What follows belongs to an exercise in optimizing a design on an open flow for small area, a short achievable clock period and few clock cycles; a production flow would make more cautious choices. RTL that was checked went through simulation tests only; none was proved equivalent to the original. Function not checked in run 2: the RTL went through the layout flow alone.

==> flow/design.v (outline; a module is shown in full before it is edited, if it fits) <==
// module matmul_ctrl: 102 lines
// module matmul_addr_gen: 13 lines
// module matmul_mac: 1856 lines
// module matmul_top: 59 lines
module matmul_top (
	input  logic                   clk,
	input  logic                   reset_n,
	input  logic                   dut_valid,
	output logic                   dut_ready,
	output matmul_pkg::sram_addr_t input_read_address,
	input  matmul_pkg::sram_data_t input_read_data,
	output matmul_pkg::sram_addr_t weight_read_address,
	input  matmul_pkg::sram_data_t weight_read_data,
	output logic                   result_write_enable,
	output matmul_pkg::sram_addr_t result_write_address,
	output matmul_pkg::sram_data_t result_write_data
);
  // ...
==> flow/flow/run.sh <==
#!/bin/bash
set -euo pipefail
MARGIN=${MARGIN:-8.0}
bash standard.sh SETUP_SLACK_MARGIN=$MARGIN \
  "BUFFER_PORTS_ARGS=-buffer_cell sky130_fd_sc_hd__buf_4" finish > standard.log 2>&1
==> flow/standard.sh <==
#!/bin/bash
# synth_recipe.tcl (not shown) runs the flow's synth.tcl, then flattens the netlist and writes it again
# the make line also repeats each setting of config.mk as NAME=value (left out here)
make -C /OpenROAD-flow-scripts/flow DESIGN_CONFIG=/design/flow/config.mk WORK_HOME=/design/flow/orfs CLKGATE_MAP_FILE= SYNTH_SCRIPT=/design/flow/synth_recipe.tcl "${@:-finish}"
==> flow/config.mk <==
export PLATFORM = sky130hd
export DESIGN_NAME = matmul_top
export DESIGN_NICKNAME = matmul_top
export VERILOG_FILES = /design/flow/design.v
export SDC_FILE = /design/flow/constraint.sdc
export NUM_CORES = 4
export LEC_CHECK = 0
export CAP_MARGIN = 20
export CORE_MARGIN = 2
export CORE_UTILIZATION = 40
export SLEW_MARGIN = 20
==> flow/constraint.sdc <==
create_clock -name core_clock -period 12.0 [get_ports {clk}]
set_input_delay 2.4000 -clock core_clock [delete_from_list [all_inputs] [get_ports {clk}]]
set_output_delay 2.4000 -clock core_clock [all_outputs]
set_load 0.01 [all_outputs]
==> metrics list, run 1 <==
- Multi-input combinational area share: 52.2%
- The layout contains a multi-input combinational cell count of 1719.
- Routed length on met2: 33500 microns
- The mapped netlist covers 25500 sq um.
* Row count: 92
- The run finished with no timing, DRC or antenna violations.
- The die covers 65700 sq um.
- Summing over every cut layer, the via total after detailed routing is 19000.
- Summed over all layers, the routed wires come to 68900 microns.
- For this design, the CTS-stage hold fixing added 0 buffers.
* Core outline area: 63000 sq um
- Share of the synthesized netlist area taken by xor and xnor gates: 14.7%
* Horizontal extent of the die: 256 microns
- Maximum fanout along the worst path: 6
* Post-synthesis register bit count: approximately 400
- Layout overhead on the synthesized area: 16.0%
- Ranked by total area, the top cell class in this layout is multi-input combinational cells.
- The number of different library cells used by synthesis comes to 57.
- Number of nets in the synthesized netlist: between 3000 and 4000
* Root Driver: sky130_fd_sc_hd__clkbuf_16
* Final worst-path cycle share: roughly 33%
- The synthesized netlist devotes 13.8% of its cell area to compound gates.
- Most frequent cells in the layout: sky130_fd_sc_hd__inv_1, sky130_fd_sc_hd__dfxtp_1, sky130_fd_sc_hd__a22oi_1
* Nature of the critical path startpoint: flop
- Worst relative slew slack: 20.3%
- Count of mapped cells out of synthesis: 2646
- The library cell used most frequently in the layout, excluding fill and tap cells, is sky130_fd_sc_hd__inv_1.
- Via-to-Cell Ratio: roughly 5.3
- After clock tree synthesis, the clock-pin slew on the worst setup and hold paths is 0.06 ns.
* Global routing met3 resource utilization: 3.92%
* Final net count: 3098
- Number of buffers on the longest clock path: 3
Testbench counts, summed over its fixed seeds: cycles 30,008.
==> module matmul_top, before the edit <==
module matmul_top (
	input  logic                   clk,
	input  logic                   reset_n,
	input  logic                   dut_valid,
	output logic                   dut_ready,
	output matmul_pkg::sram_addr_t input_read_address,
	input  matmul_pkg::sram_data_t input_read_data,
	output matmul_pkg::sram_addr_t weight_read_address,
	input  matmul_pkg::sram_data_t weight_read_data,
	output logic                   result_write_enable,
	output matmul_pkg::sram_addr_t result_write_address,
	output matmul_pkg::sram_data_t result_write_data
);
	logic issue, first, last;
	logic f1, f2, f3;      
	logic l1, l2, l3;      
	logic done;
	logic start;
	assign done = result_write_enable && !f3;
	matmul_ctrl u_ctrl (
		.clk                 (clk),
		.reset_n             (reset_n),
		.dut_valid           (dut_valid),
		.dut_ready           (dut_ready),
		.input_read_data     (input_read_data),
		.weight_read_data    (weight_read_data),
		.input_read_address  (input_read_address),
		.weight_read_address (weight_read_address),
		.issue               (issue),
		.first               (first),
		.last                (last),
		.done                (done),
		.start               (start)
	);
	always_ff @(posedge clk) begin
		if (!reset_n) begin
			f1 <= 1'b0; f2 <= 1'b0; f3 <= 1'b0;
			l1 <= 1'b0; l2 <= 1'b0; l3 <= 1'b0;
			result_write_enable <= 1'b0;
		end else begin
			f1 <= first; f2 <= f1; f3 <= f2;
			l1 <= last;  l2 <= l1; l3 <= l2;
			result_write_enable <= l3;
		end
	end
	matmul_addr_gen u_addr (
		.clk                  (clk),
		.start                (start),
		.write                (result_write_enable),
		.result_write_address (result_write_address)
	);
	matmul_mac u_mac (
		.clk              (clk),
		.input_read_data  (input_read_data),
		.weight_read_data (weight_read_data),
		.first            (f3),
		.acc              (result_write_data)
	);
endmodule
==> run 2, diff against run 1 <==
--- a/flow/design.v
+++ b/flow/design.v
@@ -131,5 +131,5 @@
 	input  logic [31:0] weight_read_data,
 	input  logic        first,  
-	output logic [31:0] acc
+	output logic [31:0] sum
 );
 	logic [31:0] a_q;
@@ -141,4 +141,10 @@
 	logic [31:0] acc_g;
 	logic [31:0] x;
+	logic [31:0] acc;    
+	logic [3:1] acc_c;  
+	logic [3:1] acc_cg;
+	logic [3:1] blk_c;
+	logic [31:0] blk_s;
+	logic [31:0] acc_cw;
 	logic [31:0] y;
 	logic pp1;
@@ -817,50 +823,50 @@
 	logic r3_0_s674;
 	logic r3_0_c675;
-	logic r3_1_s676;
-	logic r3_1_c677;
-	logic r3_1_s678;
-	logic r3_1_c679;
-	logic r3_1_s680;
-	logic r3_1_c681;
-	logic r3_1_s682;
-	logic r3_1_c683;
-	logic r3_1_s684;
-	logic r3_1_c685;
-	logic r3_1_s686;
-	logic r3_1_c687;
-	logic r3_1_s688;
-	logic r3_1_c689;
-	logic r3_1_s690;
-	logic r3_1_c691;
-	logic r3_1_s692;
-	logic r3_1_c693;
-	logic r3_1_s694;
-	logic r3_1_c695;
-	logic r3_1_s696;
-	logic r3_1_c697;
-	logic r3_1_s698;
-	logic r3_1_c699;
-	logic r3_1_s700;
-	logic r3_1_c701;
-	logic r3_1_s702;
-	logic r3_1_c703;
-	logic r3_1_s704;
-	logic r3_1_c705;
-	logic r3_1_s706;
-	logic r3_1_c707;
-	logic r3_1_s708;
-	logic r3_1_c709;
-	logic r3_1_s710;
-	logic r3_1_c711;
-	logic r3_1_s712;
-	logic r3_1_c713;
-	logic r3_1_s714;
-	logic r3_1_c715;
-	logic r3_1_s716;
-	logic r3_1_c717;
-	logic r3_1_s718;
-	logic r3_1_c719;
-	logic r3_1_s720;
-	logic r3_1_c721;
+	logic r3_0_s676;
+	logic r3_0_c677;
+	logic r3_0_s678;
+	logic r3_0_c679;
+	logic r3_0_s680;
+	logic r3_0_c681;
+	logic r3_0_s682;
+	logic r3_0_c683;
+	logic r3_0_s684;
+	logic r3_0_c685;
+	logic r3_0_s686;
+	logic r3_0_c687;
+	logic r3_0_s688;
+	logic r3_0_c689;
+	logic r3_0_s690;
+	logic r3_0_c691;
+	logic r3_0_s692;
+	logic r3_0_c693;
+	logic r3_0_s694;
+	logic r3_0_c695;
+	logic r3_0_s696;
+	logic r3_0_c697;
+	logic r3_0_s698;
+	logic r3_0_c699;
+	logic r3_0_s700;
+	logic r3_0_c701;
+	logic r3_0_s702;
+	logic r3_0_c703;
+	logic r3_0_s704;
+	logic r3_0_c705;
+	logic r3_0_s706;
+	logic r3_0_c707;
+	logic r3_0_s708;
+	logic r3_0_c709;
+	logic r3_0_s710;
+	logic r3_0_c711;
+	logic r3_0_s712;
+	logic r3_0_c713;
+	logic r3_0_s714;
+	logic r3_0_c715;
+	logic r3_0_s716;
+	logic r3_0_c717;
+	logic r3_0_s718;
+	logic r3_0_c719;
+	logic r3_0_s720;
+	logic r3_0_c721;
 	logic r3_1_s722;
 	logic r3_1_c723;
@@ -873,50 +879,50 @@
 	logic r3_1_s730;
 	logic r3_1_c731;
-	logic r3_2_s732;
-	logic r3_2_c733;
-	logic r3_2_s734;
-	logic r3_2_c735;
-	logic r3_2_s736;
-	logic r3_2_c737;
-	logic r3_2_s738;
-	logic r3_2_c739;
-	logic r3_2_s740;
-	logic r3_2_c741;
-	logic r3_2_s742;
-	logic r3_2_c743;
-	logic r3_2_s744;
-	logic r3_2_c745;
-	logic r3_2_s746;
-	logic r3_2_c747;
-	logic r3_2_s748;
-	logic r3_2_c749;
-	logic r3_2_s750;
-	logic r3_2_c751;
-	logic r3_2_s752;
-	logic r3_2_c753;
-	logic r3_2_s754;
-	logic r3_2_c755;
-	logic r3_2_s756;
-	logic r3_2_c757;
-	logic r3_2_s758;
-	logic r3_2_c759;
-	logic r3_2_s760;
-	logic r3_2_c761;
-	logic r3_2_s762;
-	logic r3_2_c763;
-	logic r3_2_s764;
-	logic r3_2_c765;
-	logic r3_2_s766;
-	logic r3_2_c767;
-	logic r3_2_s768;
-	logic r3_2_c769;
-	logic r3_2_s770;
-	logic r3_2_c771;
-	logic r3_2_s772;
-	logic r3_2_c773;
-	logic r3_2_s774;
-	logic r3_2_c775;
-	logic r3_2_s776;
-	logic r3_2_c777;
+	logic r3_1_s732;
+	logic r3_1_c733;
+	logic r3_1_s734;
+	logic r3_1_c735;
+	logic r3_1_s736;
+	logic r3_1_c737;
+	logic r3_1_s738;
+	logic r3_1_c739;
+	logic r3_1_s740;
+	logic r3_1_c741;
+	logic r3_1_s742;
+	logic r3_1_c743;
+	logic r3_1_s744;
+	logic r3_1_c745;
+	logic r3_1_s746;
+	logic r3_1_c747;
+	logic r3_1_s748;
+	logic r3_1_c749;
+	logic r3_1_s750;
+	logic r3_1_c751;
+	logic r3_1_s752;
+	logic r3_1_c753;
+	logic r3_1_s754;
+	logic r3_1_c755;
+	logic r3_1_s756;
+	logic r3_1_c757;
+	logic r3_1_s758;
+	logic r3_1_c759;
+	logic r3_1_s760;
+	logic r3_1_c761;
+	logic r3_1_s762;
+	logic r3_1_c763;
+	logic r3_1_s764;
+	logic r3_1_c765;
+	logic r3_1_s766;
+	logic r3_1_c767;
+	logic r3_1_s768;
+	logic r3_1_c769;
+	logic r3_1_s770;
+	logic r3_1_c771;
+	logic r3_1_s772;
+	logic r3_1_c773;
+	logic r3_1_s774;
+	logic r3_1_c775;
+	logic r3_1_s776;
+	logic r3_1_c777;
 	logic r3_2_s778;
 	logic r3_2_c779;
@@ -933,13 +939,60 @@
 	logic r3_2_s790;
 	logic r3_2_c791;
-	logic r3_px792;
-	logic r3_px793;
-	logic r3_px794;
-	logic r3_px795;
-	logic r3_px796;
-	logic r3_px797;
-	logic r3_px798;
-	logic r3_px799;
-	logic r3_px800;
+	logic r3_2_s792;
+	logic r3_2_c793;
+	logic r3_2_s794;
+	logic r3_2_c795;
+	logic r3_2_s796;
+	logic r3_2_c797;
+	logic r3_2_s798;
+	logic r3_2_c799;
+	logic r3_2_s800;
+	logic r3_2_c801;
+	logic r3_2_s802;
+	logic r3_2_c803;
+	logic r3_2_s804;
+	logic r3_2_c805;
+	logic r3_2_s806;
+	logic r3_2_c807;
+	logic r3_2_s808;
+	logic r3_2_c809;
+	logic r3_2_s810;
+	logic r3_2_c811;
+	logic r3_2_s812;
+	logic r3_2_c813;
+	logic r3_2_s814;
+	logic r3_2_c815;
+	logic r3_2_s816;
+	logic r3_2_c817;
+	logic r3_2_s818;
+	logic r3_2_c819;
+	logic r3_2_s820;
+	logic r3_2_c821;
+	logic r3_2_s822;
+	logic r3_2_c823;
+	logic r3_2_s824;
+	logic r3_2_c825;
+	logic r3_2_s826;
+	logic r3_2_c827;
+	logic r3_2_s828;
+	logic r3_2_c829;
+	logic r3_2_s830;
+	logic r3_2_c831;
+	logic r3_2_s832;
+	logic r3_2_c833;
+	logic r3_2_s834;
+	logic r3_2_c835;
+	logic r3_2_s836;
+	logic r3_2_c837;
+	logic r3_px838;
+	logic r3_px839;
+	logic r3_px840;
+	logic r3_px841;
+	logic r3_px842;
+	logic r3_px843;
+	logic r3_px844;
+	logic r3_px845;
+	logic r3_px846;
+	logic r3_px847;
 	always_ff @(posedge clk) begin
 		a_q   <= input_read_data;
@@ -993,7 +1046,15 @@
 		neg_q[15] <= weight_read_data[31];
 		cut_q <= cut_d;
-		acc   <= x + y;
+		acc   <= blk_s;
+		acc_c <= blk_c;
+		sum   <= acc + acc_cw;
 	end
 	assign acc_g = first ? 32'd0 : acc;
+	assign acc_cg = first ? 3'd0 : acc_c;
+	assign acc_cw = {acc_c[3], 7'd0, acc_c[2], 7'd0, acc_c[1], 7'd0, 1'b0};
+	assign {blk_c[1], blk_s[7:0]} = {1'b0, x[7:0]} + {1'b0, y[7:0]};
+	assign {blk_c[2], blk_s[15:8]} = {1'b0, x[15:8]} + {1'b0, y[15:8]};
+	assign {blk_c[3], blk_s[23:16]} = {1'b0, x[23:16]} + {1'b0, y[23:16]};
+	assign blk_s[31:24] = x[31:24] + y[31:24];
 	assign pp1 = one_q[0] & a_q[0];
 	assign pn2 = neg_q[0] & ~(one_q[0] & a_q[0]);
@@ -1627,173 +1688,220 @@
 	assign r3_0_s630 = cut_q[23] ^ cut_q[24] ^ cut_q[25];
 	assign r3_0_c631 = (cut_q[23] & cut_q[24]) | (cut_q[25] & (cut_q[23] ^ cut_q[24]));
-	assign r3_0_s632 = cut_q[27] ^ cut_q[28] ^ cut_q[29];
-	assign r3_0_c633 = (cut_q[27] & cut_q[28]) | (cut_q[29] & (cut_q[27] ^ cut_q[28]));
-	assign r3_0_s634 = cut_q[31] ^ cut_q[32] ^ cut_q[33];
-	assign r3_0_c635 = (cut_q[31] & cut_q[32]) | (cut_q[33] & (cut_q[31] ^ cut_q[32]));
-	assign r3_0_s636 = cut_q[35] ^ cut_q[36] ^ cut_q[37];
-	assign r3_0_c637 = (cut_q[35] & cut_q[36]) | (cut_q[37] & (cut_q[35] ^ cut_q[36]));
-	assign r3_0_s638 = cut_q[39] ^ cut_q[40] ^ cut_q[41];
-	assign r3_0_c639 = (cut_q[39] & cut_q[40]) | (cut_q[41] & (cut_q[39] ^ cut_q[40]));
-	assign r3_0_s640 = cut_q[43] ^ cut_q[44] ^ cut_q[45];
-	assign r3_0_c641 = (cut_q[43] & cut_q[44]) | (cut_q[45] & (cut_q[43] ^ cut_q[44]));
-	assign r3_0_s642 = cut_q[47] ^ cut_q[48] ^ cut_q[49];
-	assign r3_0_c643 = (cut_q[47] & cut_q[48]) | (cut_q[49] & (cut_q[47] ^ cut_q[48]));
-	assign r3_0_s644 = cut_q[51] ^ cut_q[52] ^ cut_q[53];
-	assign r3_0_c645 = (cut_q[51] & cut_q[52]) | (cut_q[53] & (cut_q[51] ^ cut_q[52]));
-	assign r3_0_s646 = cut_q[55] ^ cut_q[56] ^ cut_q[57];
-	assign r3_0_c647 = (cut_q[55] & cut_q[56]) | (cut_q[57] & (cut_q[55] ^ cut_q[56]));
-	assign r3_0_s648 = cut_q[59] ^ cut_q[60] ^ cut_q[61];
-	assign r3_0_c649 = (cut_q[59] & cut_q[60]) | (cut_q[61] & (cut_q[59] ^ cut_q[60]));
-	assign r3_0_s650 = cut_q[63] ^ cut_q[64] ^ cut_q[65];
-	assign r3_0_c651 = (cut_q[63] & cut_q[64]) | (cut_q[65] & (cut_q[63] ^ cut_q[64]));
-	assign r3_0_s652 = cut_q[67] ^ cut_q[68] ^ cut_q[69];
-	assign r3_0_c653 = (cut_q[67] & cut_q[68]) | (cut_q[69] & (cut_q[67] ^ cut_q[68]));
-	assign r3_0_s654 = cut_q[71] ^ cut_q[72] ^ cut_q[73];
-	assign r3_0_c655 = (cut_q[71] & cut_q[72]) | (cut_q[73] & (cut_q[71] ^ cut_q[72]));
-	assign r3_0_s656 = cut_q[75] ^ cut_q[76] ^ cut_q[77];
-	assign r3_0_c657 = (cut_q[75] & cut_q[76]) | (cut_q[77] & (cut_q[75] ^ cut_q[76]));
-	assign r3_0_s658 = cut_q[79] ^ cut_q[80] ^ cut_q[81];
-	assign r3_0_c659 = (cut_q[79] & cut_q[80]) | (cut_q[81] & (cut_q[79] ^ cut_q[80]));
-	assign r3_0_s660 = cut_q[83] ^ cut_q[84] ^ cut_q[85];
-	assign r3_0_c661 = (cut_q[83] & cut_q[84]) | (cut_q[85] & (cut_q[83] ^ cut_q[84]));
-	assign r3_0_s662 = cut_q[87] ^ cut_q[88] ^ cut_q[89];
-	assign r3_0_c663 = (cut_q[87] & cut_q[88]) | (cut_q[89] & (cut_q[87] ^ cut_q[88]));
-	assign r3_0_s664 = cut_q[91] ^ cut_q[92] ^ cut_q[93];
-	assign r3_0_c665 = (cut_q[91] & cut_q[92]) | (cut_q[93] & (cut_q[91] ^ cut_q[92]));
-	assign r3_0_s666 = cut_q[95] ^ cut_q[96] ^ cut_q[97];
-	assign r3_0_c667 = (cut_q[95] & cut_q[96]) | (cut_q[97] & (cut_q[95] ^ cut_q[96]));
-	assign r3_0_s668 = cut_q[99] ^ cut_q[100] ^ cut_q[101];
-	assign r3_0_c669 = (cut_q[99] & cut_q[100]) | (cut_q[101] & (cut_q[99] ^ cut_q[100]));
-	assign r3_0_s670 = cut_q[103] ^ cut_q[104] ^ cut_q[105];
-	assign r3_0_c671 = (cut_q[103] & cut_q[104]) | (cut_q[105] & (cut_q[103] ^ cut_q[104]));
-	assign r3_0_s672 = cut_q[107] ^ cut_q[108] ^ cut_q[109];
-	assign r3_0_c673 = (cut_q[107] & cut_q[108]) | (cut_q[109] & (cut_q[107] ^ cut_q[108]));
-	assign r3_0_s674 = cut_q[111] ^ cut_q[112] ^ cut_q[113];
-	assign r3_0_c675 = (cut_q[111] & cut_q[112]) | (cut_q[113] & (cut_q[111] ^ cut_q[112]));
-	assign r3_1_s676 = cut_q[5] ^ cut_q[6];
-	assign r3_1_c677 = cut_q[5] & cut_q[6];
-	assign r3_1_s678 = cut_q[8] ^ cut_q[9] ^ cut_q[10];
-	assign r3_1_c679 = (cut_q[8] & cut_q[9]) | (cut_q[10] & (cut_q[8] ^ cut_q[9]));
-	assign r3_1_s680 = r3_0_s624 ^ cut_q[13] ^ cut_q[14];
-	assign r3_1_c681 = (r3_0_s624 & cut_q[13]) | (cut_q[14] & (r3_0_s624 ^ cut_q[13]));
-	assign r3_1_s682 = r3_0_c625 ^ r3_0_s626 ^ cut_q[18];
-	assign r3_1_c683 = (r3_0_c625 & r3_0_s626) | (cut_q[18] & (r3_0_c625 ^ r3_0_s626));
-	assign r3_1_s684 = r3_0_c627 ^ r3_0_s628 ^ cut_q[22];
-	assign r3_1_c685 = (r3_0_c627 & r3_0_s628) | (cut_q[22] & (r3_0_c627 ^ r3_0_s628));
-	assign r3_1_s686 = r3_0_c629 ^ r3_0_s630 ^ cut_q[26];
-	assign r3_1_c687 = (r3_0_c629 & r3_0_s630) | (cut_q[26] & (r3_0_c629 ^ r3_0_s630));
-	assign r3_1_s688 = r3_0_c631 ^ r3_0_s632 ^ cut_q[30];
-	assign r3_1_c689 = (r3_0_c631 & r3_0_s632) | (cut_q[30] & (r3_0_c631 ^ r3_0_s632));
-	assign r3_1_s690 = r3_0_c633 ^ r3_0_s634 ^ cut_q[34];
-	assign r3_1_c691 = (r3_0_c633 & r3_0_s634) | (cut_q[34] & (r3_0_c633 ^ r3_0_s634));
-	assign r3_1_s692 = r3_0_c635 ^ r3_0_s636 ^ cut_q[38];
-	assign r3_1_c693 = (r3_0_c635 & r3_0_s636) | (cut_q[38] & (r3_0_c635 ^ r3_0_s636));
-	assign r3_1_s694 = r3_0_c637 ^ r3_0_s638 ^ cut_q[42];
-	assign r3_1_c695 = (r3_0_c637 & r3_0_s638) | (cut_q[42] & (r3_0_c637 ^ r3_0_s638));
-	assign r3_1_s696 = r3_0_c639 ^ r3_0_s640 ^ cut_q[46];
-	assign r3_1_c697 = (r3_0_c639 & r3_0_s640) | (cut_q[46] & (r3_0_c639 ^ r3_0_s640));
-	assign r3_1_s698 = r3_0_c641 ^ r3_0_s642 ^ cut_q[50];
-	assign r3_1_c699 = (r3_0_c641 & r3_0_s642) | (cut_q[50] & (r3_0_c641 ^ r3_0_s642));
-	assign r3_1_s700 = r3_0_c643 ^ r3_0_s644 ^ cut_q[54];
-	assign r3_1_c701 = (r3_0_c643 & r3_0_s644) | (cut_q[54] & (r3_0_c643 ^ r3_0_s644));
-	assign r3_1_s702 = r3_0_c645 ^ r3_0_s646 ^ cut_q[58];
-	assign r3_1_c703 = (r3_0_c645 & r3_0_s646) | (cut_q[58] & (r3_0_c645 ^ r3_0_s646));
-	assign r3_1_s704 = r3_0_c647 ^ r3_0_s648 ^ cut_q[62];
-	assign r3_1_c705 = (r3_0_c647 & r3_0_s648) | (cut_q[62] & (r3_0_c647 ^ r3_0_s648));
-	assign r3_1_s706 = r3_0_c649 ^ r3_0_s650 ^ cut_q[66];
-	assign r3_1_c707 = (r3_0_c649 & r3_0_s650) | (cut_q[66] & (r3_0_c649 ^ r3_0_s650));
-	assign r3_1_s708 = r3_0_c651 ^ r3_0_s652 ^ cut_q[70];
-	assign r3_1_c709 = (r3_0_c651 & r3_0_s652) | (cut_q[70] & (r3_0_c651 ^ r3_0_s652));
-	assign r3_1_s710 = r3_0_c653 ^ r3_0_s654 ^ cut_q[74];
-	assign r3_1_c711 = (r3_0_c653 & r3_0_s654) | (cut_q[74] & (r3_0_c653 ^ r3_0_s654));
-	assign r3_1_s712 = r3_0_c655 ^ r3_0_s656 ^ cut_q[78];
-	assign r3_1_c713 = (r3_0_c655 & r3_0_s656) | (cut_q[78] & (r3_0_c655 ^ r3_0_s656));
-	assign r3_1_s714 = r3_0_c657 ^ r3_0_s658 ^ cut_q[82];
-	assign r3_1_c715 = (r3_0_c657 & r3_0_s658) | (cut_q[82] & (r3_0_c657 ^ r3_0_s658));
-	assign r3_1_s716 = r3_0_c659 ^ r3_0_s660 ^ cut_q[86];
-	assign r3_1_c717 = (r3_0_c659 & r3_0_s660) | (cut_q[86] & (r3_0_c659 ^ r3_0_s660));
-	assign r3_1_s718 = r3_0_c661 ^ r3_0_s662 ^ cut_q[90];
-	assign r3_1_c719 = (r3_0_c661 & r3_0_s662) | (cut_q[90] & (r3_0_c661 ^ r3_0_s662));
-	assign r3_1_s720 = r3_0_c663 ^ r3_0_s664 ^ cut_q[94];
-	assign r3_1_c721 = (r3_0_c663 & r3_0_s664) | (cut_q[94] & (r3_0_c663 ^ r3_0_s664));
-	assign r3_1_s722 = r3_0_c665 ^ r3_0_s666 ^ cut_q[98];
-	assign r3_1_c723 = (r3_0_c665 & r3_0_s666) | (cut_q[98] & (r3_0_c665 ^ r3_0_s666));
-	assign r3_1_s724 = r3_0_c667 ^ r3_0_s668 ^ cut_q[102];
-	assign r3_1_c725 = (r3_0_c667 & r3_0_s668) | (cut_q[102] & (r3_0_c667 ^ r3_0_s668));
-	assign r3_1_s726 = r3_0_c669 ^ r3_0_s670 ^ cut_q[106];
-	assign r3_1_c727 = (r3_0_c669 & r3_0_s670) | (cut_q[106] & (r3_0_c669 ^ r3_0_s670));
-	assign r3_1_s728 = r3_0_c671 ^ r3_0_s672 ^ cut_q[110];
-	assign r3_1_c729 = (r3_0_c671 & r3_0_s672) | (cut_q[110] & (r3_0_c671 ^ r3_0_s672));
-	assign r3_1_s730 = r3_0_c673 ^ r3_0_s674 ^ cut_q[114];
-	assign r3_1_c731 = (r3_0_c673 & r3_0_s674) | (cut_q[114] & (r3_0_c673 ^ r3_0_s674));
-	assign r3_2_s732 = cut_q[1] ^ cut_q[2];
-	assign r3_2_c733 = cut_q[1] & cut_q[2];
-	assign r3_2_s734 = cut_q[3] ^ cut_q[4] ^ acc_g[2];
-	assign r3_2_c735 = (cut_q[3] & cut_q[4]) | (acc_g[2] & (cut_q[3] ^ cut_q[4]));
-	assign r3_2_s736 = r3_1_s676 ^ cut_q[7] ^ acc_g[3];
-	assign r3_2_c737 = (r3_1_s676 & cut_q[7]) | (acc_g[3] & (r3_1_s676 ^ cut_q[7]));
-	assign r3_2_s738 = r3_1_c677 ^ r3_1_s678 ^ acc_g[4];
-	assign r3_2_c739 = (r3_1_c677 & r3_1_s678) | (acc_g[4] & (r3_1_c677 ^ r3_1_s678));
-	assign r3_2_s740 = r3_1_c679 ^ r3_1_s680 ^ acc_g[5];
-	assign r3_2_c741 = (r3_1_c679 & r3_1_s680) | (acc_g[5] & (r3_1_c679 ^ r3_1_s680));
-	assign r3_2_s742 = r3_1_c681 ^ r3_1_s682 ^ acc_g[6];
-	assign r3_2_c743 = (r3_1_c681 & r3_1_s682) | (acc_g[6] & (r3_1_c681 ^ r3_1_s682));
-	assign r3_2_s744 = r3_1_c683 ^ r3_1_s684 ^ acc_g[7];
-	assign r3_2_c745 = (r3_1_c683 & r3_1_s684) | (acc_g[7] & (r3_1_c683 ^ r3_1_s684));
-	assign r3_2_s746 = r3_1_c685 ^ r3_1_s686 ^ acc_g[8];
-	assign r3_2_c747 = (r3_1_c685 & r3_1_s686) | (acc_g[8] & (r3_1_c685 ^ r3_1_s686));
-	assign r3_2_s748 = r3_1_c687 ^ r3_1_s688 ^ acc_g[9];
-	assign r3_2_c749 = (r3_1_c687 & r3_1_s688) | (acc_g[9] & (r3_1_c687 ^ r3_1_s688));
-	assign r3_2_s750 = r3_1_c689 ^ r3_1_s690 ^ acc_g[10];
-	assign r3_2_c751 = (r3_1_c689 & r3_1_s690) | (acc_g[10] & (r3_1_c689 ^ r3_1_s690));
-	assign r3_2_s752 = r3_1_c691 ^ r3_1_s692 ^ acc_g[11];
-	assign r3_2_c753 = (r3_1_c691 & r3_1_s692) | (acc_g[11] & (r3_1_c691 ^ r3_1_s692));
-	assign r3_2_s754 = r3_1_c693 ^ r3_1_s694 ^ acc_g[12];
-	assign r3_2_c755 = (r3_1_c693 & r3_1_s694) | (acc_g[12] & (r3_1_c693 ^ r3_1_s694));
-	assign r3_2_s756 = r3_1_c695 ^ r3_1_s696 ^ acc_g[13];
-	assign r3_2_c757 = (r3_1_c695 & r3_1_s696) | (acc_g[13] & (r3_1_c695 ^ r3_1_s696));
-	assign r3_2_s758 = r3_1_c697 ^ r3_1_s698 ^ acc_g[14];
-	assign r3_2_c759 = (r3_1_c697 & r3_1_s698) | (acc_g[14] & (r3_1_c697 ^ r3_1_s698));
-	assign r3_2_s760 = r3_1_c699 ^ r3_1_s700 ^ acc_g[15];
-	assign r3_2_c761 = (r3_1_c699 & r3_1_s700) | (acc_g[15] & (r3_1_c699 ^ r3_1_s700));
-	assign r3_2_s762 = r3_1_c701 ^ r3_1_s702 ^ acc_g[16];
-	assign r3_2_c763 = (r3_1_c701 & r3_1_s702) | (acc_g[16] & (r3_1_c701 ^ r3_1_s702));
-	assign r3_2_s764 = r3_1_c703 ^ r3_1_s704 ^ acc_g[17];
-	assign r3_2_c765 = (r3_1_c703 & r3_1_s704) | (acc_g[17] & (r3_1_c703 ^ r3_1_s704));
-	assign r3_2_s766 = r3_1_c705 ^ r3_1_s706 ^ acc_g[18];
-	assign r3_2_c767 = (r3_1_c705 & r3_1_s706) | (acc_g[18] & (r3_1_c705 ^ r3_1_s706));
-	assign r3_2_s768 = r3_1_c707 ^ r3_1_s708 ^ acc_g[19];
-	assign r3_2_c769 = (r3_1_c707 & r3_1_s708) | (acc_g[19] & (r3_1_c707 ^ r3_1_s708));
-	assign r3_2_s770 = r3_1_c709 ^ r3_1_s710 ^ acc_g[20];
-	assign r3_2_c771 = (r3_1_c709 & r3_1_s710) | (acc_g[20] & (r3_1_c709 ^ r3_1_s710));
-	assign r3_2_s772 = r3_1_c711 ^ r3_1_s712 ^ acc_g[21];
-	assign r3_2_c773 = (r3_1_c711 & r3_1_s712) | (acc_g[21] & (r3_1_c711 ^ r3_1_s712));
-	assign r3_2_s774 = r3_1_c713 ^ r3_1_s714 ^ acc_g[22];
-	assign r3_2_c775 = (r3_1_c713 & r3_1_s714) | (acc_g[22] & (r3_1_c713 ^ r3_1_s714));
-	assign r3_2_s776 = r3_1_c715 ^ r3_1_s716 ^ acc_g[23];
-	assign r3_2_c777 = (r3_1_c715 & r3_1_s716) | (acc_g[23] & (r3_1_c715 ^ r3_1_s716));
-	assign r3_2_s778 = r3_1_c717 ^ r3_1_s718 ^ acc_g[24];
-	assign r3_2_c779 = (r3_1_c717 & r3_1_s718) | (acc_g[24] & (r3_1_c717 ^ r3_1_s718));
-	assign r3_2_s780 = r3_1_c719 ^ r3_1_s720 ^ acc_g[25];
-	assign r3_2_c781 = (r3_1_c719 & r3_1_s720) | (acc_g[25] & (r3_1_c719 ^ r3_1_s720));
-	assign r3_2_s782 = r3_1_c721 ^ r3_1_s722 ^ acc_g[26];
-	assign r3_2_c783 = (r3_1_c721 & r3_1_s722) | (acc_g[26] & (r3_1_c721 ^ r3_1_s722));
-	assign r3_2_s784 = r3_1_c723 ^ r3_1_s724 ^ acc_g[27];
-	assign r3_2_c785 = (r3_1_c723 & r3_1_s724) | (acc_g[27] & (r3_1_c723 ^ r3_1_s724));
-	assign r3_2_s786 = r3_1_c725 ^ r3_1_s726 ^ acc_g[28];
-	assign r3_2_c787 = (r3_1_c725 & r3_1_s726) | (acc_g[28] & (r3_1_c725 ^ r3_1_s726));
-	assign r3_2_s788 = r3_1_c727 ^ r3_1_s728 ^ acc_g[29];
-	assign r3_2_c789 = (r3_1_c727 & r3_1_s728) | (acc_g[29] & (r3_1_c727 ^ r3_1_s728));
-	assign r3_2_s790 = r3_1_c729 ^ r3_1_s730 ^ acc_g[30];
-	assign r3_2_c791 = (r3_1_c729 & r3_1_s730) | (acc_g[30] & (r3_1_c729 ^ r3_1_s730));
-	assign r3_px792 = cut_q[115] ^ cut_q[116];
-	assign r3_px793 = cut_q[117] ^ cut_q[118];
-	assign r3_px794 = cut_q[119] ^ cut_q[120];
-	assign r3_px795 = acc_g[31] ^ r3_0_c675;
-	assign r3_px796 = r3_1_c731 ^ r3_2_c791;
-	assign r3_px797 = r3_px792 ^ r3_px793;
-	assign r3_px798 = r3_px794 ^ r3_px795;
-	assign r3_px799 = r3_px797 ^ r3_px798;
-	assign r3_px800 = r3_px799 ^ r3_px796;
+	assign r3_0_s632 = cut_q[26] ^ acc_g[8];
+	assign r3_0_c633 = cut_q[26] & acc_g[8];
+	assign r3_0_s634 = cut_q[27] ^ cut_q[28] ^ cut_q[29];
+	assign r3_0_c635 = (cut_q[27] & cut_q[28]) | (cut_q[29] & (cut_q[27] ^ cut_q[28]));
+	assign r3_0_s636 = cut_q[30] ^ acc_g[9];
+	assign r3_0_c637 = cut_q[30] & acc_g[9];
+	assign r3_0_s638 = cut_q[31] ^ cut_q[32] ^ cut_q[33];
+	assign r3_0_c639 = (cut_q[31] & cut_q[32]) | (cut_q[33] & (cut_q[31] ^ cut_q[32]));
+	assign r3_0_s640 = cut_q[34] ^ acc_g[10];
+	assign r3_0_c641 = cut_q[34] & acc_g[10];
+	assign r3_0_s642 = cut_q[35] ^ cut_q[36] ^ cut_q[37];
+	assign r3_0_c643 = (cut_q[35] & cut_q[36]) | (cut_q[37] & (cut_q[35] ^ cut_q[36]));
+	assign r3_0_s644 = cut_q[38] ^ acc_g[11];
+	assign r3_0_c645 = cut_q[38] & acc_g[11];
+	assign r3_0_s646 = cut_q[39] ^ cut_q[40] ^ cut_q[41];
+	assign r3_0_c647 = (cut_q[39] & cut_q[40]) | (cut_q[41] & (cut_q[39] ^ cut_q[40]));
+	assign r3_0_s648 = cut_q[42] ^ acc_g[12];
+	assign r3_0_c649 = cut_q[42] & acc_g[12];
+	assign r3_0_s650 = cut_q[43] ^ cut_q[44] ^ cut_q[45];
+	assign r3_0_c651 = (cut_q[43] & cut_q[44]) | (cut_q[45] & (cut_q[43] ^ cut_q[44]));
+	assign r3_0_s652 = cut_q[46] ^ acc_g[13];
+	assign r3_0_c653 = cut_q[46] & acc_g[13];
+	assign r3_0_s654 = cut_q[47] ^ cut_q[48] ^ cut_q[49];
+	assign r3_0_c655 = (cut_q[47] & cut_q[48]) | (cut_q[49] & (cut_q[47] ^ cut_q[48]));
+	assign r3_0_s656 = cut_q[50] ^ acc_g[14];
+	assign r3_0_c657 = cut_q[50] & acc_g[14];
+	assign r3_0_s658 = cut_q[51] ^ cut_q[52] ^ cut_q[53];
+	assign r3_0_c659 = (cut_q[51] & cut_q[52]) | (cut_q[53] & (cut_q[51] ^ cut_q[52]));
+	assign r3_0_s660 = cut_q[54] ^ acc_g[15];
+	assign r3_0_c661 = cut_q[54] & acc_g[15];
+	assign r3_0_s662 = cut_q[55] ^ cut_q[56] ^ cut_q[57];
+	assign r3_0_c663 = (cut_q[55] & cut_q[56]) | (cut_q[57] & (cut_q[55] ^ cut_q[56]));
+	assign r3_0_s664 = cut_q[58] ^ acc_g[16] ^ acc_cg[2];
+	assign r3_0_c665 = (cut_q[58] & acc_g[16]) | (acc_cg[2] & (cut_q[58] ^ acc_g[16]));
+	assign r3_0_s666 = cut_q[59] ^ cut_q[60] ^ cut_q[61];
+	assign r3_0_c667 = (cut_q[59] & cut_q[60]) | (cut_q[61] & (cut_q[59] ^ cut_q[60]));
+	assign r3_0_s668 = cut_q[62] ^ acc_g[17];
+	assign r3_0_c669 = cut_q[62] & acc_g[17];
+	assign r3_0_s670 = cut_q[63] ^ cut_q[64] ^ cut_q[65];
+	assign r3_0_c671 = (cut_q[63] & cut_q[64]) | (cut_q[65] & (cut_q[63] ^ cut_q[64]));
+	assign r3_0_s672 = cut_q[66] ^ acc_g[18];
+	assign r3_0_c673 = cut_q[66] & acc_g[18];
+	assign r3_0_s674 = cut_q[67] ^ cut_q[68] ^ cut_q[69];
+	assign r3_0_c675 = (cut_q[67] & cut_q[68]) | (cut_q[69] & (cut_q[67] ^ cut_q[68]));
+	assign r3_0_s676 = cut_q[70] ^ acc_g[19];
+	assign r3_0_c677 = cut_q[70] & acc_g[19];
+	assign r3_0_s678 = cut_q[71] ^ cut_q[72] ^ cut_q[73];
+	assign r3_0_c679 = (cut_q[71] & cut_q[72]) | (cut_q[73] & (cut_q[71] ^ cut_q[72]));
+	assign r3_0_s680 = cut_q[74] ^ acc_g[20];
+	assign r3_0_c681 = cut_q[74] & acc_g[20];
+	assign r3_0_s682 = cut_q[75] ^ cut_q[76] ^ cut_q[77];
+	assign r3_0_c683 = (cut_q[75] & cut_q[76]) | (cut_q[77] & (cut_q[75] ^ cut_q[76]));
+	assign r3_0_s684 = cut_q[78] ^ acc_g[21];
+	assign r3_0_c685 = cut_q[78] & acc_g[21];
+	assign r3_0_s686 = cut_q[79] ^ cut_q[80] ^ cut_q[81];
+	assign r3_0_c687 = (cut_q[79] & cut_q[80]) | (cut_q[81] & (cut_q[79] ^ cut_q[80]));
+	assign r3_0_s688 = cut_q[82] ^ acc_g[22];
+	assign r3_0_c689 = cut_q[82] & acc_g[22];
+	assign r3_0_s690 = cut_q[83] ^ cut_q[84] ^ cut_q[85];
+	assign r3_0_c691 = (cut_q[83] & cut_q[84]) | (cut_q[85] & (cut_q[83] ^ cut_q[84]));
+	assign r3_0_s692 = cut_q[86] ^ acc_g[23];
+	assign r3_0_c693 = cut_q[86] & acc_g[23];
+	assign r3_0_s694 = cut_q[87] ^ cut_q[88] ^ cut_q[89];
+	assign r3_0_c695 = (cut_q[87] & cut_q[88]) | (cut_q[89] & (cut_q[87] ^ cut_q[88]));
+	assign r3_0_s696 = cut_q[90] ^ acc_g[24] ^ acc_cg[3];
+	assign r3_0_c697 = (cut_q[90] & acc_g[24]) | (acc_cg[3] & (cut_q[90] ^ acc_g[24]));
+	assign r3_0_s698 = cut_q[91] ^ cut_q[92] ^ cut_q[93];
+	assign r3_0_c699 = (cut_q[91] & cut_q[92]) | (cut_q[93] & (cut_q[91] ^ cut_q[92]));
+	assign r3_0_s700 = cut_q[94] ^ acc_g[25];
+	assign r3_0_c701 = cut_q[94] & acc_g[25];
+	assign r3_0_s702 = cut_q[95] ^ cut_q[96] ^ cut_q[97];
+	assign r3_0_c703 = (cut_q[95] & cut_q[96]) | (cut_q[97] & (cut_q[95] ^ cut_q[96]));
+	assign r3_0_s704 = cut_q[98] ^ acc_g[26];
+	assign r3_0_c705 = cut_q[98] & acc_g[26];
+	assign r3_0_s706 = cut_q[99] ^ cut_q[100] ^ cut_q[101];
+	assign r3_0_c707 = (cut_q[99] & cut_q[100]) | (cut_q[101] & (cut_q[99] ^ cut_q[100]));
+	assign r3_0_s708 = cut_q[102] ^ acc_g[27];
+	assign r3_0_c709 = cut_q[102] & acc_g[27];
+	assign r3_0_s710 = cut_q[103] ^ cut_q[104] ^ cut_q[105];
+	assign r3_0_c711 = (cut_q[103] & cut_q[104]) | (cut_q[105] & (cut_q[103] ^ cut_q[104]));
+	assign r3_0_s712 = cut_q[106] ^ acc_g[28];
+	assign r3_0_c713 = cut_q[106] & acc_g[28];
+	assign r3_0_s714 = cut_q[107] ^ cut_q[108] ^ cut_q[109];
+	assign r3_0_c715 = (cut_q[107] & cut_q[108]) | (cut_q[109] & (cut_q[107] ^ cut_q[108]));
+	assign r3_0_s716 = cut_q[110] ^ acc_g[29];
+	assign r3_0_c717 = cut_q[110] & acc_g[29];
+	assign r3_0_s718 = cut_q[111] ^ cut_q[112] ^ cut_q[113];
+	assign r3_0_c719 = (cut_q[111] & cut_q[112]) | (cut_q[113] & (cut_q[111] ^ cut_q[112]));
+	assign r3_0_s720 = cut_q[114] ^ acc_g[30];
+	assign r3_0_c721 = cut_q[114] & acc_g[30];
+	assign r3_1_s722 = cut_q[5] ^ cut_q[6];
+	assign r3_1_c723 = cut_q[5] & cut_q[6];
+	assign r3_1_s724 = cut_q[8] ^ cut_q[9] ^ cut_q[10];
+	assign r3_1_c725 = (cut_q[8] & cut_q[9]) | (cut_q[10] & (cut_q[8] ^ cut_q[9]));
+	assign r3_1_s726 = r3_0_s624 ^ cut_q[13] ^ cut_q[14];
+	assign r3_1_c727 = (r3_0_s624 & cut_q[13]) | (cut_q[14] & (r3_0_s624 ^ cut_q[13]));
+	assign r3_1_s728 = r3_0_c625 ^ r3_0_s626 ^ cut_q[18];
+	assign r3_1_c729 = (r3_0_c625 & r3_0_s626) | (cut_q[18] & (r3_0_c625 ^ r3_0_s626));
+	assign r3_1_s730 = r3_0_c627 ^ r3_0_s628 ^ cut_q[22];
+	assign r3_1_c731 = (r3_0_c627 & r3_0_s628) | (cut_q[22] & (r3_0_c627 ^ r3_0_s628));
+	assign r3_1_s732 = r3_0_c629 ^ r3_0_s630 ^ r3_0_s632;
+	assign r3_1_c733 = (r3_0_c629 & r3_0_s630) | (r3_0_s632 & (r3_0_c629 ^ r3_0_s630));
+	assign r3_1_s734 = r3_0_c631 ^ r3_0_c633 ^ r3_0_s634;
+	assign r3_1_c735 = (r3_0_c631 & r3_0_c633) | (r3_0_s634 & (r3_0_c631 ^ r3_0_c633));
+	assign r3_1_s736 = r3_0_c635 ^ r3_0_c637 ^ r3_0_s638;
+	assign r3_1_c737 = (r3_0_c635 & r3_0_c637) | (r3_0_s638 & (r3_0_c635 ^ r3_0_c637));
+	assign r3_1_s738 = r3_0_c639 ^ r3_0_c641 ^ r3_0_s642;
+	assign r3_1_c739 = (r3_0_c639 & r3_0_c641) | (r3_0_s642 & (r3_0_c639 ^ r3_0_c641));
+	assign r3_1_s740 = r3_0_c643 ^ r3_0_c645 ^ r3_0_s646;
+	assign r3_1_c741 = (r3_0_c643 & r3_0_c645) | (r3_0_s646 & (r3_0_c643 ^ r3_0_c645));
+	assign r3_1_s742 = r3_0_c647 ^ r3_0_c649 ^ r3_0_s650;
+	assign r3_1_c743 = (r3_0_c647 & r3_0_c649) | (r3_0_s650 & (r3_0_c647 ^ r3_0_c649));
+	assign r3_1_s744 = r3_0_c651 ^ r3_0_c653 ^ r3_0_s654;
+	assign r3_1_c745 = (r3_0_c651 & r3_0_c653) | (r3_0_s654 & (r3_0_c651 ^ r3_0_c653));
+	assign r3_1_s746 = r3_0_c655 ^ r3_0_c657 ^ r3_0_s658;
+	assign r3_1_c747 = (r3_0_c655 & r3_0_c657) | (r3_0_s658 & (r3_0_c655 ^ r3_0_c657));
+	assign r3_1_s748 = r3_0_c659 ^ r3_0_c661 ^ r3_0_s662;
+	assign r3_1_c749 = (r3_0_c659 & r3_0_c661) | (r3_0_s662 & (r3_0_c659 ^ r3_0_c661));
+	assign r3_1_s750 = r3_0_c663 ^ r3_0_c665 ^ r3_0_s666;
+	assign r3_1_c751 = (r3_0_c663 & r3_0_c665) | (r3_0_s666 & (r3_0_c663 ^ r3_0_c665));
+	assign r3_1_s752 = r3_0_c667 ^ r3_0_c669 ^ r3_0_s670;
+	assign r3_1_c753 = (r3_0_c667 & r3_0_c669) | (r3_0_s670 & (r3_0_c667 ^ r3_0_c669));
+	assign r3_1_s754 = r3_0_c671 ^ r3_0_c673 ^ r3_0_s674;
+	assign r3_1_c755 = (r3_0_c671 & r3_0_c673) | (r3_0_s674 & (r3_0_c671 ^ r3_0_c673));
+	assign r3_1_s756 = r3_0_c675 ^ r3_0_c677 ^ r3_0_s678;
+	assign r3_1_c757 = (r3_0_c675 & r3_0_c677) | (r3_0_s678 & (r3_0_c675 ^ r3_0_c677));
+	assign r3_1_s758 = r3_0_c679 ^ r3_0_c681 ^ r3_0_s682;
+	assign r3_1_c759 = (r3_0_c679 & r3_0_c681) | (r3_0_s682 & (r3_0_c679 ^ r3_0_c681));
+	assign r3_1_s760 = r3_0_c683 ^ r3_0_c685 ^ r3_0_s686;
+	assign r3_1_c761 = (r3_0_c683 & r3_0_c685) | (r3_0_s686 & (r3_0_c683 ^ r3_0_c685));
+	assign r3_1_s762 = r3_0_c687 ^ r3_0_c689 ^ r3_0_s690;
+	assign r3_1_c763 = (r3_0_c687 & r3_0_c689) | (r3_0_s690 & (r3_0_c687 ^ r3_0_c689));
+	assign r3_1_s764 = r3_0_c691 ^ r3_0_c693 ^ r3_0_s694;
+	assign r3_1_c765 = (r3_0_c691 & r3_0_c693) | (r3_0_s694 & (r3_0_c691 ^ r3_0_c693));
+	assign r3_1_s766 = r3_0_c695 ^ r3_0_c697 ^ r3_0_s698;
+	assign r3_1_c767 = (r3_0_c695 & r3_0_c697) | (r3_0_s698 & (r3_0_c695 ^ r3_0_c697));
+	assign r3_1_s768 = r3_0_c699 ^ r3_0_c701 ^ r3_0_s702;
+	assign r3_1_c769 = (r3_0_c699 & r3_0_c701) | (r3_0_s702 & (r3_0_c699 ^ r3_0_c701));
+	assign r3_1_s770 = r3_0_c703 ^ r3_0_c705 ^ r3_0_s706;
+	assign r3_1_c771 = (r3_0_c703 & r3_0_c705) | (r3_0_s706 & (r3_0_c703 ^ r3_0_c705));
+	assign r3_1_s772 = r3_0_c707 ^ r3_0_c709 ^ r3_0_s710;
+	assign r3_1_c773 = (r3_0_c707 & r3_0_c709) | (r3_0_s710 & (r3_0_c707 ^ r3_0_c709));
+	assign r3_1_s774 = r3_0_c711 ^ r3_0_c713 ^ r3_0_s714;
+	assign r3_1_c775 = (r3_0_c711 & r3_0_c713) | (r3_0_s714 & (r3_0_c711 ^ r3_0_c713));
+	assign r3_1_s776 = r3_0_c715 ^ r3_0_c717 ^ r3_0_s718;
+	assign r3_1_c777 = (r3_0_c715 & r3_0_c717) | (r3_0_s718 & (r3_0_c715 ^ r3_0_c717));
+	assign r3_2_s778 = cut_q[1] ^ cut_q[2];
+	assign r3_2_c779 = cut_q[1] & cut_q[2];
+	assign r3_2_s780 = cut_q[3] ^ cut_q[4] ^ acc_g[2];
+	assign r3_2_c781 = (cut_q[3] & cut_q[4]) | (acc_g[2] & (cut_q[3] ^ cut_q[4]));
+	assign r3_2_s782 = r3_1_s722 ^ cut_q[7] ^ acc_g[3];
+	assign r3_2_c783 = (r3_1_s722 & cut_q[7]) | (acc_g[3] & (r3_1_s722 ^ cut_q[7]));
+	assign r3_2_s784 = r3_1_c723 ^ r3_1_s724 ^ acc_g[4];
+	assign r3_2_c785 = (r3_1_c723 & r3_1_s724) | (acc_g[4] & (r3_1_c723 ^ r3_1_s724));
+	assign r3_2_s786 = r3_1_c725 ^ r3_1_s726 ^ acc_g[5];
+	assign r3_2_c787 = (r3_1_c725 & r3_1_s726) | (acc_g[5] & (r3_1_c725 ^ r3_1_s726));
+	assign r3_2_s788 = r3_1_c727 ^ r3_1_s728 ^ acc_g[6];
+	assign r3_2_c789 = (r3_1_c727 & r3_1_s728) | (acc_g[6] & (r3_1_c727 ^ r3_1_s728));
+	assign r3_2_s790 = r3_1_c729 ^ r3_1_s730 ^ acc_g[7];
+	assign r3_2_c791 = (r3_1_c729 & r3_1_s730) | (acc_g[7] & (r3_1_c729 ^ r3_1_s730));
+	assign r3_2_s792 = r3_1_c731 ^ r3_1_s732 ^ acc_cg[1];
+	assign r3_2_c793 = (r3_1_c731 & r3_1_s732) | (acc_cg[1] & (r3_1_c731 ^ r3_1_s732));
+	assign r3_2_s794 = r3_1_c733 ^ r3_1_s734 ^ r3_0_s636;
+	assign r3_2_c795 = (r3_1_c733 & r3_1_s734) | (r3_0_s636 & (r3_1_c733 ^ r3_1_s734));
+	assign r3_2_s796 = r3_1_c735 ^ r3_1_s736 ^ r3_0_s640;
+	assign r3_2_c797 = (r3_1_c735 & r3_1_s736) | (r3_0_s640 & (r3_1_c735 ^ r3_1_s736));
+	assign r3_2_s798 = r3_1_c737 ^ r3_1_s738 ^ r3_0_s644;
+	assign r3_2_c799 = (r3_1_c737 & r3_1_s738) | (r3_0_s644 & (r3_1_c737 ^ r3_1_s738));
+	assign r3_2_s800 = r3_1_c739 ^ r3_1_s740 ^ r3_0_s648;
+	assign r3_2_c801 = (r3_1_c739 & r3_1_s740) | (r3_0_s648 & (r3_1_c739 ^ r3_1_s740));
+	assign r3_2_s802 = r3_1_c741 ^ r3_1_s742 ^ r3_0_s652;
+	assign r3_2_c803 = (r3_1_c741 & r3_1_s742) | (r3_0_s652 & (r3_1_c741 ^ r3_1_s742));
+	assign r3_2_s804 = r3_1_c743 ^ r3_1_s744 ^ r3_0_s656;
+	assign r3_2_c805 = (r3_1_c743 & r3_1_s744) | (r3_0_s656 & (r3_1_c743 ^ r3_1_s744));
+	assign r3_2_s806 = r3_1_c745 ^ r3_1_s746 ^ r3_0_s660;
+	assign r3_2_c807 = (r3_1_c745 & r3_1_s746) | (r3_0_s660 & (r3_1_c745 ^ r3_1_s746));
+	assign r3_2_s808 = r3_1_c747 ^ r3_1_s748 ^ r3_0_s664;
+	assign r3_2_c809 = (r3_1_c747 & r3_1_s748) | (r3_0_s664 & (r3_1_c747 ^ r3_1_s748));
+	assign r3_2_s810 = r3_1_c749 ^ r3_1_s750 ^ r3_0_s668;
+	assign r3_2_c811 = (r3_1_c749 & r3_1_s750) | (r3_0_s668 & (r3_1_c749 ^ r3_1_s750));
+	assign r3_2_s812 = r3_1_c751 ^ r3_1_s752 ^ r3_0_s672;
+	assign r3_2_c813 = (r3_1_c751 & r3_1_s752) | (r3_0_s672 & (r3_1_c751 ^ r3_1_s752));
+	assign r3_2_s814 = r3_1_c753 ^ r3_1_s754 ^ r3_0_s676;
+	assign r3_2_c815 = (r3_1_c753 & r3_1_s754) | (r3_0_s676 & (r3_1_c753 ^ r3_1_s754));
+	assign r3_2_s816 = r3_1_c755 ^ r3_1_s756 ^ r3_0_s680;
+	assign r3_2_c817 = (r3_1_c755 & r3_1_s756) | (r3_0_s680 & (r3_1_c755 ^ r3_1_s756));
+	assign r3_2_s818 = r3_1_c757 ^ r3_1_s758 ^ r3_0_s684;
+	assign r3_2_c819 = (r3_1_c757 & r3_1_s758) | (r3_0_s684 & (r3_1_c757 ^ r3_1_s758));
+	assign r3_2_s820 = r3_1_c759 ^ r3_1_s760 ^ r3_0_s688;
+	assign r3_2_c821 = (r3_1_c759 & r3_1_s760) | (r3_0_s688 & (r3_1_c759 ^ r3_1_s760));
+	assign r3_2_s822 = r3_1_c761 ^ r3_1_s762 ^ r3_0_s692;
+	assign r3_2_c823 = (r3_1_c761 & r3_1_s762) | (r3_0_s692 & (r3_1_c761 ^ r3_1_s762));
+	assign r3_2_s824 = r3_1_c763 ^ r3_1_s764 ^ r3_0_s696;
+	assign r3_2_c825 = (r3_1_c763 & r3_1_s764) | (r3_0_s696 & (r3_1_c763 ^ r3_1_s764));
+	assign r3_2_s826 = r3_1_c765 ^ r3_1_s766 ^ r3_0_s700;
+	assign r3_2_c827 = (r3_1_c765 & r3_1_s766) | (r3_0_s700 & (r3_1_c765 ^ r3_1_s766));
+	assign r3_2_s828 = r3_1_c767 ^ r3_1_s768 ^ r3_0_s704;
+	assign r3_2_c829 = (r3_1_c767 & r3_1_s768) | (r3_0_s704 & (r3_1_c767 ^ r3_1_s768));
+	assign r3_2_s830 = r3_1_c769 ^ r3_1_s770 ^ r3_0_s708;
+	assign r3_2_c831 = (r3_1_c769 & r3_1_s770) | (r3_0_s708 & (r3_1_c769 ^ r3_1_s770));
+	assign r3_2_s832 = r3_1_c771 ^ r3_1_s772 ^ r3_0_s712;
+	assign r3_2_c833 = (r3_1_c771 & r3_1_s772) | (r3_0_s712 & (r3_1_c771 ^ r3_1_s772));
+	assign r3_2_s834 = r3_1_c773 ^ r3_1_s774 ^ r3_0_s716;
+	assign r3_2_c835 = (r3_1_c773 & r3_1_s774) | (r3_0_s716 & (r3_1_c773 ^ r3_1_s774));
+	assign r3_2_s836 = r3_1_c775 ^ r3_1_s776 ^ r3_0_s720;
+	assign r3_2_c837 = (r3_1_c775 & r3_1_s776) | (r3_0_s720 & (r3_1_c775 ^ r3_1_s776));
+	assign r3_px838 = cut_q[115] ^ cut_q[116];
+	assign r3_px839 = cut_q[117] ^ cut_q[118];
+	assign r3_px840 = cut_q[119] ^ cut_q[120];
+	assign r3_px841 = acc_g[31] ^ r3_0_c719;
+	assign r3_px842 = r3_0_c721 ^ r3_1_c777;
+	assign r3_px843 = r3_px838 ^ r3_px839;
+	assign r3_px844 = r3_px840 ^ r3_px841;
+	assign r3_px845 = r3_px842 ^ r3_2_c837;
+	assign r3_px846 = r3_px843 ^ r3_px844;
+	assign r3_px847 = r3_px846 ^ r3_px845;
 	assign cut_d[0] = pp1;
 	assign cut_d[1] = pn2;
@@ -1919,65 +2027,65 @@
 	assign x[0] = cut_q[0];
 	assign y[0] = acc_g[0];
-	assign x[1] = r3_2_s732;
+	assign x[1] = r3_2_s778;
 	assign y[1] = acc_g[1];
-	assign x[2] = r3_2_c733;
-	assign y[2] = r3_2_s734;
-	assign x[3] = r3_2_c735;
-	assign y[3] = r3_2_s736;
-	assign x[4] = r3_2_c737;
-	assign y[4] = r3_2_s738;
-	assign x[5] = r3_2_c739;
-	assign y[5] = r3_2_s740;
-	assign x[6] = r3_2_c741;
-	assign y[6] = r3_2_s742;
-	assign x[7] = r3_2_c743;
-	assign y[7] = r3_2_s744;
-	assign x[8] = r3_2_c745;
-	assign y[8] = r3_2_s746;
-	assign x[9] = r3_2_c747;
-	assign y[9] = r3_2_s748;
-	assign x[10] = r3_2_c749;
-	assign y[10] = r3_2_s750;
-	assign x[11] = r3_2_c751;
-	assign y[11] = r3_2_s752;
-	assign x[12] = r3_2_c753;
-	assign y[12] = r3_2_s754;
-	assign x[13] = r3_2_c755;
-	assign y[13] = r3_2_s756;
-	assign x[14] = r3_2_c757;
-	assign y[14] = r3_2_s758;
-	assign x[15] = r3_2_c759;
-	assign y[15] = r3_2_s760;
-	assign x[16] = r3_2_c761;
-	assign y[16] = r3_2_s762;
-	assign x[17] = r3_2_c763;
-	assign y[17] = r3_2_s764;
-	assign x[18] = r3_2_c765;
-	assign y[18] = r3_2_s766;
-	assign x[19] = r3_2_c767;
-	assign y[19] = r3_2_s768;
-	assign x[20] = r3_2_c769;
-	assign y[20] = r3_2_s770;
-	assign x[21] = r3_2_c771;
-	assign y[21] = r3_2_s772;
-	assign x[22] = r3_2_c773;
-	assign y[22] = r3_2_s774;
-	assign x[23] = r3_2_c775;
-	assign y[23] = r3_2_s776;
-	assign x[24] = r3_2_c777;
-	assign y[24] = r3_2_s778;
-	assign x[25] = r3_2_c779;
-	assign y[25] = r3_2_s780;
-	assign x[26] = r3_2_c781;
-	assign y[26] = r3_2_s782;
-	assign x[27] = r3_2_c783;
-	assign y[27] = r3_2_s784;
-	assign x[28] = r3_2_c785;
-	assign y[28] = r3_2_s786;
-	assign x[29] = r3_2_c787;
-	assign y[29] = r3_2_s788;
-	assign x[30] = r3_2_c789;
-	assign y[30] = r3_2_s790;
-	assign x[31] = r3_px800;
+	assign x[2] = r3_2_c779;
+	assign y[2] = r3_2_s780;
+	assign x[3] = r3_2_c781;
+	assign y[3] = r3_2_s782;
+	assign x[4] = r3_2_c783;
+	assign y[4] = r3_2_s784;
+	assign x[5] = r3_2_c785;
+	assign y[5] = r3_2_s786;
+	assign x[6] = r3_2_c787;
+	assign y[6] = r3_2_s788;
+	assign x[7] = r3_2_c789;
+	assign y[7] = r3_2_s790;
+	assign x[8] = r3_2_c791;
+	assign y[8] = r3_2_s792;
+	assign x[9] = r3_2_c793;
+	assign y[9] = r3_2_s794;
+	assign x[10] = r3_2_c795;
+	assign y[10] = r3_2_s796;
+	assign x[11] = r3_2_c797;
+	assign y[11] = r3_2_s798;
+	assign x[12] = r3_2_c799;
+	assign y[12] = r3_2_s800;
+	assign x[13] = r3_2_c801;
+	assign y[13] = r3_2_s802;
+	assign x[14] = r3_2_c803;
+	assign y[14] = r3_2_s804;
+	assign x[15] = r3_2_c805;
+	assign y[15] = r3_2_s806;
+	assign x[16] = r3_2_c807;
+	assign y[16] = r3_2_s808;
+	assign x[17] = r3_2_c809;
+	assign y[17] = r3_2_s810;
+	assign x[18] = r3_2_c811;
+	assign y[18] = r3_2_s812;
+	assign x[19] = r3_2_c813;
+	assign y[19] = r3_2_s814;
+	assign x[20] = r3_2_c815;
+	assign y[20] = r3_2_s816;
+	assign x[21] = r3_2_c817;
+	assign y[21] = r3_2_s818;
+	assign x[22] = r3_2_c819;
+	assign y[22] = r3_2_s820;
+	assign x[23] = r3_2_c821;
+	assign y[23] = r3_2_s822;
+	assign x[24] = r3_2_c823;
+	assign y[24] = r3_2_s824;
+	assign x[25] = r3_2_c825;
+	assign y[25] = r3_2_s826;
+	assign x[26] = r3_2_c827;
+	assign y[26] = r3_2_s828;
+	assign x[27] = r3_2_c829;
+	assign y[27] = r3_2_s830;
+	assign x[28] = r3_2_c831;
+	assign y[28] = r3_2_s832;
+	assign x[29] = r3_2_c833;
+	assign y[29] = r3_2_s834;
+	assign x[30] = r3_2_c835;
+	assign y[30] = r3_2_s836;
+	assign x[31] = r3_px847;
 	assign y[31] = 1'b0;
 endmodule
@@ -1997,9 +2105,9 @@
 );
 	logic issue, first, last;
-	logic f1, f2, f3;      
-	logic l1, l2, l3;      
+	logic f1, f2, f3, f4;  
+	logic l1, l2, l3, l4;  
 	logic done;
 	logic start;
-	assign done = result_write_enable && !f3;
+	assign done = result_write_enable && !f4;
 	matmul_ctrl u_ctrl (
 		.clk                 (clk),
@@ -2019,11 +2127,11 @@
 	always_ff @(posedge clk) begin
 		if (!reset_n) begin
-			f1 <= 1'b0; f2 <= 1'b0; f3 <= 1'b0;
-			l1 <= 1'b0; l2 <= 1'b0; l3 <= 1'b0;
+			f1 <= 1'b0; f2 <= 1'b0; f3 <= 1'b0; f4 <= 1'b0;
+			l1 <= 1'b0; l2 <= 1'b0; l3 <= 1'b0; l4 <= 1'b0;
 			result_write_enable <= 1'b0;
 		end else begin
-			f1 <= first; f2 <= f1; f3 <= f2;
-			l1 <= last;  l2 <= l1; l3 <= l2;
-			result_write_enable <= l3;
+			f1 <= first; f2 <= f1; f3 <= f2; f4 <= f3;
+			l1 <= last;  l2 <= l1; l3 <= l2; l4 <= l3;
+			result_write_enable <= l4;
 		end
 	end
@@ -2039,5 +2147,5 @@
 		.weight_read_data (weight_read_data),
 		.first            (f3),
-		.acc              (result_write_data)
+		.sum              (result_write_data)
 	);
 endmodule
==> flow/flow/run.sh (replaced) <==
#!/bin/bash
set -euo pipefail
MARGIN=${MARGIN:-8.6}
bash standard.sh SETUP_SLACK_MARGIN=$MARGIN \
  "BUFFER_PORTS_ARGS=-buffer_cell sky130_fd_sc_hd__buf_2" finish > standard.log 2>&1
--- a/flow/config.mk
+++ b/flow/config.mk
@@ -8,4 +8,6 @@
 export CAP_MARGIN = 20
 export CORE_MARGIN = 2
-export CORE_UTILIZATION = 40
+export CORE_UTILIZATION = 55
+export CTS_CLUSTER_DIAMETER = 150
+export CTS_CLUSTER_SIZE = 30
 export SLEW_MARGIN = 20
==> run 2 against run 1 <==
  * Still clean
  * Sequential cell count grew 37
  * Maximum frequency grew 15%
  * Routed wire length shrank 3.5%
  * Worst hold slack lost 0.081 ns
  * Cell count shrank 6.3%
  * Clock skew grew 0.0025 ns
==> metrics list, run 2 <==
- Count of routing violations after the opening detailed-route iteration: 1443
- Sequential-to-total area share from yosys stat: 34.5%
- The top fanout value on the critical path came to 2 (-4).
- Number of buffers on the longest clock path: 3 (unchanged)
* Global-route wire length before repair: between 100000 and 150000 microns
- Critical path required time: 9.60 ns
- The met2 wire length is 32200 microns (-3.8%).
- Final net count: 3158 (+1.9%)
- Most frequent cells in the layout: sky130_fd_sc_hd__inv_1, sky130_fd_sc_hd__dfxtp_1, sky130_fd_sc_hd__a22oi_1
- Clock skew on the completed layout was measured at approximately 0.037 ns.
- The synthesized cell area was 26500 sq um (+4.2%).
- Count of buffers from port buffering: 148
* Number of primary I/O pins: 149
- Top cells by count, synth: sky130_fd_sc_hd__inv_1, sky130_fd_sc_hd__dfxtp_1, sky130_fd_sc_hd__a22oi_1
* Row count: 80 (-13%)
- Wire length reported by the detailed router: 66500 microns (-3.5%)
- The full die area came to 50000 sq um (-24%).
* Number of buffers inserted by hold repair at cts: 0 (unchanged)
* Final design area excluding fillers: 29500 sq um
- After synthesis, the largest area contributor takes up between 20% and 30% of total cell area.
- Layout overhead on the synthesized area: 11.0%
- Final period demand of the worst path: 3.49 ns
- The via density per instance came to 5.58 (+6.0%).
- Number of nets in the synthesized netlist: 3067 (+2.0%)
- The register with the most flip-flops in the final layout is u_mac.cut_q.
- Together, buffers and inverters on the worst path number 1.
- The run finished with no timing, DRC or antenna violations.
- The average instance in the mapped netlist occupies roughly 9.9 sq um.
- Routed len/inst: 19.6 microns
* Root Driver: sky130_fd_sc_hd__clkbuf_16
* Total gr overflow: 0
- Metal-1 WL: roughly 29000 microns
- Maximum level of the CTS H-tree: 1
- The total via count after detailed routing came to 18900 (-0.69%).
- The instance count of the mapped netlist came to 2675 (+1.1%).
* Final count of negative-setup-slack endpoints: 0
- Top-count cell post-synth: sky130_fd_sc_hd__inv_1
* Count of unique library cells instantiated by Yosys: 57 (unchanged)
- For this run, the detailed router's first-pass iteration total came to 6.
- The setup path with the least slack is of type reg2out.
- The number of synthesized register bits came to 426 (+9.5%).
* Flip-flop count of the largest register, all copies and words added: around 120
- Max Slew Vio Count: 0
- The worst slew slack as a fraction of its limit was 21.1% (+0.77 points).
- Clock slew seen by the registers of the worst setup and hold paths: 0.12 ns (+0.06 ns)
* Sum Neg Setup Slack: 0 ns
- Detailed routing placed a total of 3640 microns of wire on met3.
* Count of warnings emitted by yosys: 4
- Most common library cell in the layout ignoring fill and taps: sky130_fd_sc_hd__inv_1
* Critical path, cell by cell: buf_6
* Horizontal extent of the die: 224 microns (-13%)
- Clock sink total: ~430
- In this design, the stage delay of the slowest critical-path cell is 0.39 ns.
- Achievable clock frequency: 287 MHz
- At the later pin of the worst-skew pair, clock insertion delay measures about 0.58 ns.
* Final Hold Violating Endpoints: 0
- Core outline area: 47600 sq um (-24%)
- The congestion estimate from routability-driven global placement came to 0.882.
- The tool flagged a number of max-cap violations equal to 0.
* Clock tree from TritonCTS: built
- The final critical-path share of the clock period came to 29.1% (-4.3 points).
- Yosys attributes the largest share of cell area to sky130_fd_sc_hd__dfxtp_1, sky130_fd_sc_hd__fa_1, sky130_fd_sc_hd__xnor2_1.
- After detailed placement, the design holds a cell count of around 3300.
- The worst setup path is launched from a flop.
- Number of nets still failing antenna checks after routing: 0
## run 2: final cells by class
class,count,area [sq um]
Tap cell,615,769
Clock inverter,2,60.1
Inverter,372,1400
Fill cell,4052,18200
Clock buffer,26,480
Timing Repair Buffer,244,1930
Sequential cell,426,9330
Multi-Input combinational cell,1704,15500
Antenna cell,1,2.50
## run 2: path summary, 6_finish.rpt
| path | from | endpoint | slack, ns | cells after the start |
|---|---|---|---|---|
| max | u_ctrl.b_ptr[14] | weight_read_address[14] | 8.51 | 1 |
| min | u_mac.acc[7] | u_mac.sum[7] | 0.35 | 0 |
| max reg2reg | f3 | u_mac.acc[23] | 8.59 | 14 |
| min reg2reg | u_mac.acc[7] | u_mac.sum[7] | 0.35 | 0 |
## run 2: logic make-up (layout without fill, tap and decap cells)
logic type | count (synthesis) | count (layout) | synth area share [%]
AO/OA/AOI/OAI | 513 | 513 | 13.1
XOR/XNOR | 436 | 436 | 14.4
adder cells (fa/ha/maj) | 325 | 325 | 21.9
buffers and inverters | 546 | 644 | 7.77
flip-flops | 426 | 426 | 34.5
multiplexers | 4 | 4 | 0.151
other | 0 | 1 | 0
AND/OR/NAND/NOR | 425 | 426 | 8.11
## run 2: metal layers
layer / GRT usage (%) / up-vias
li1: - / 8853
met3: 2.56 / 92
met2: 44.9 / 616
met4: 6.92 / 0
met1: 36.9 / 9342
met5: 0 / -
## run 2: timing repair
item	CTS	global route
cloned	1	0
hold endpoints to repair	0	0
resized for setup	150	79
buffers inserted	54	15
pin swaps	21	31
endpoints found under the setup margin	138	130
## run 2: worst register-to-register path, delay by kind of cell, from the launching register on
family	cells	cell delay, ns
and+or+nand+nor	1	0.08
xor gates and xnor gates	1	0.14
DFF	1	0.39
buffers and inverters	3	0.25
adders and majority gates	4	1.71
AOI/OAI and AO/OA	5	0.71
## run 2: through the flow
stage	hold WS, ns	setup slack (ns)	utilization (%)
floorplan	0.324	8.59	-
global placement	0.334	8.22	58.0
detailed placement	0.336	8.15	58.0
CTS	0.360	8.49	61.1
global route	0.364	8.42	61.8
finish	0.354	8.51	61.8

==> what the ideal ports hide <==
The results above use ideal ports. As a check the final layouts listed here were re-extracted and re-timed, cells and wires unchanged.
Step 1 assumes that a clkbuf_16 drives the clock port and a buf_2 every other input.
Step 2 adds t to the input delays and takes it off the output delays; t is the mean of the earliest and latest rising clock arrival at the registers after step 1. Input paths then give back, and output paths get back, about the clock's delay inside the block.
a / b / c = ideal ports / drivers / drivers and shift; a / b = the first two.
| run | t, ns | slack for setup (ns) | worst setup path after step 2 | clock arrival spread, ns | cell pins on the clock port's net |
|---|---|---|---|---|---|
| run 1 | 0.623 | 7.998 / 7.998 / 7.998 | register to register | 0.034 / 0.035 | 1 |
| run 2 | 0.622 | 8.511 / 8.452 / 8.593 | register to register | 0.036 / 0.036 | 1 |
After both steps setup and hold are still met in every run listed.
